This is an optimization exercise on Yosys and OpenROAD, whose aim is small area and a short achievable clock period, not a production implementation.
Power is estimated from default activity; no workload was simulated. The clock port is modelled as an ideal driver; clocking choices that lean on that would not hold on a real chip.

## JK
## mem_responder
module mem_responder #(
   parameter int          DEPTH_WORDS = 64,
   parameter int          WAIT_CYCLES = 2,
   parameter logic [31:0] PASS_ADR    = 32'd84,
   parameter logic [31:0] PASS_DATA   = 32'd71,
   parameter logic [31:0] ALLOW_ADR   = 32'd80
) (
   input  logic        CLK,
   input  logic        Reset,
   input  logic        MemReq,
   input  logic        MemWrite,
   input  logic [31:0] DataAdr,
   input  logic [31:0] WriteData,
   input  logic [3:0]  ByteEn,
   output logic [31:0] ReadData,
   output logic        MemReady,
   output logic        Done,
   output logic        Pass
);
For scale: roughly 6900 cells after synthesis, roughly 2100 flip-flops, roughly 110 I/O pins.
Settings: LEC_CHECK=0, CAP_MARGIN=20, CORE_MARGIN=2, CORE_UTILIZATION=40, SLEW_MARGIN=20; clock period 10.0 ns.
standard.sh (not shown) runs the stock make flow with config.mk's settings and CLKGATE_MAP_FILE= SYNTH_SCRIPT=/design/flow/synth_recipe.tcl, a recipe that flattens the netlist after the stock synthesis.
==> flow/flow/run.sh <==
#!/bin/bash
# Standard synthesis and layout; only the repair target margin differs from
# the default flow (repair_timing -setup_margin). Each tool's output goes
# to its own log in the work folder (ORFS also keeps per-step logs in orfs/logs).
set -euo pipefail
bash standard.sh synth > synth.log 2>&1
bash standard.sh SETUP_SLACK_MARGIN=7 finish > layout.log 2>&1
What MS does differently from JK at the input level:
-- flow/flow/run.sh --
<<< JK, line 6
bash standard.sh synth > synth.log 2>&1
bash standard.sh SETUP_SLACK_MARGIN=7 finish > layout.log 2>&1
>>> MS, line 6
bash standard.sh synth > synth.log 2>&1
bash standard.sh SETUP_SLACK_MARGIN=6 finish > layout.log 2>&1
Notes after the runs:
Re power: MS is 1.3% down on JK. For MS, the end point of the critical path was mem_q[61][21]$_DFF_P_, unlike JK, where it was ReadData[12]. Total of fill cells in the finished design in MS is 78 above JK. Compared with JK, MS shows a higher maximum fanout encountered on the critical timing path. Summary of MS over JK: minimum clock period has increased; final period utilization has increased; number of buffers other than clock buffers in the final layout has decreased; wire length reported by the detailed router has decreased.
--- input diff MS..AL ---
==> flow/flow/run.sh <==
#!/bin/bash
# Standard synthesis (the standard.sh), then ORFS's standard layout steps
# with these changes: a larger repair_timing setup margin, clock-tree and
# port-buffer options. Each tool's output goes to its own log in the work
# folder (ORFS also keeps per-step logs in orfs/logs).
set -euo pipefail
bash standard.sh synth > synth.log 2>&1
bash standard.sh SETUP_SLACK_MARGIN=7 \
  CTS_ARGS="-sink_clustering_enable -repair_clock_nets -dont_use_dummy_load -buf_list sky130_fd_sc_hd__clkbuf_8 -sink_clustering_size 16" \
  BUFFER_PORTS_ARGS="-buffer_cell sky130_fd_sc_hd__buf_2" \
  finish > layout.log 2>&1
Notes after the runs:
- AL does better than MS on worst setup slack.
- MS → AL: portion of total power attributed to combinational logic higher, static power due to leakage -2.0%, share of power burned in the clock network now sits lower.
Function was not checked in any run of this note: the RTL went through the layout flow alone.

========
Setup of run 1:
mem_responder again, from the RTL that the note above started with.
==> flow/config.mk <==
export PLATFORM = sky130hd
export DESIGN_NAME = mem_responder
export DESIGN_NICKNAME = mem_responder
export VERILOG_FILES = /design/flow/design.v
export SDC_FILE = /design/flow/constraint.sdc
export NUM_CORES = 4
export LEC_CHECK = 0
export CAP_MARGIN = 20
export CORE_MARGIN = 2
export CORE_UTILIZATION = 40
export SLEW_MARGIN = 20
==> flow/constraint.sdc <==
create_clock -name core_clock -period 10.0 [get_ports {CLK}]
set_input_delay 2.0000 -clock core_clock [delete_from_list [all_inputs] [get_ports {CLK}]]
set_output_delay 2.0000 -clock core_clock [all_outputs]
set_load 0.01 [all_outputs]
==> flow/flow/run.sh <==
#!/bin/bash
# Standard synthesis (the standard.sh), then ORFS's standard layout steps
# with these changes: a larger repair_timing setup margin, clock-tree and
# port-buffer options. Each tool's output goes to its own log in the work
# folder (ORFS also keeps per-step logs in orfs/logs).
set -euo pipefail
bash standard.sh synth > synth.log 2>&1
bash standard.sh SETUP_SLACK_MARGIN=7 \
  CTS_ARGS="-sink_clustering_enable -repair_clock_nets -dont_use_dummy_load -sink_clustering_size 24 -sink_clustering_max_diameter 80" \
  BUFFER_PORTS_ARGS="-buffer_cell sky130_fd_sc_hd__buf_2" \
  finish > layout.log 2>&1
Run 1 finished every stage and its layout cleared the timing, design-rule and antenna checks.
What run 2 does differently from run 1 at the input level:
- putting PLACE_DENSITY at 0.75 where nothing was set
- swapping 40 for 65 in CORE_UTILIZATION
-- flow/flow/run.sh --
<<< run 1, line 9
  CTS_ARGS="-sink_clustering_enable -repair_clock_nets -dont_use_dummy_load -sink_clustering_size 24 -sink_clustering_max_diameter 80" \
>>> run 2, line 9
  CTS_ARGS="-sink_clustering_enable -repair_clock_nets -dont_use_dummy_load -sink_clustering_size 30 -sink_clustering_max_diameter 100" \
- In the tables for run 2 and run 1, sequential cell area share reads lower with run 1.
- Final non-filler cell area down about 2.5% in run 2 wrt run 1
- Delta (run 2 minus run 1): post-route fraction of the period consumed by the critical path went down by 0.95 points, met2 usage in global routing grew by 18 points, count of plain and timing-repair buffers fell about 7%, time the final worst path needs with I/O delays and setup -0.095 ns.
- Placed instance count ends up higher on run 1.
- Sort run 2 and run 1 by multi-input gate area in the final layout, descending, and run 1 comes first.
- In the metrics for run 2 and run 1, the one carrying the lower highest clock frequency the design can meet is run 1.
Function was not checked in any run of this note: the RTL went through the layout flow alone.

## static timing again, ports no longer ideal
Ports are ideal in the flow. The routed layouts listed here were re-timed in OpenROAD.
Step 1 assumes that a clkbuf_16 drives the clock port and a buf_2 every other input.
Step 2 moves the port delays by t, midway between the first and last clock arrival at a register: inputs arrive t later, outputs are due t later. That takes back most of the time a late clock gives input paths.
Slacks: ideal ports / drivers / drivers and shift; pairs: ideal ports / drivers.
| run | shift t [ns] | setup WS [ns] | clock arrival spread, ns |
|---|---|---|---|
| JK | 0.929 | 6.484 / 6.401 / 6.437 | 0.047 / 0.047 |
| MS | 0.930 | 5.906 / 5.906 / 5.906 | 0.044 / 0.044 |
| AL | 1.122 | 6.310 / 6.230 / 6.737 | 0.085 / 0.086 |
| run 1 | 0.817 | 6.560 / 6.473 / 6.819 | 0.096 / 0.097 |
| run 2 | 0.785 | 6.655 / 6.572 / 6.908 | 0.061 / 0.060 |
After both steps setup and hold are still met in every run listed. For JK, which loses most, drivers alone change the setup slack by -0.083 ns; drivers and shift together by -0.047 ns.
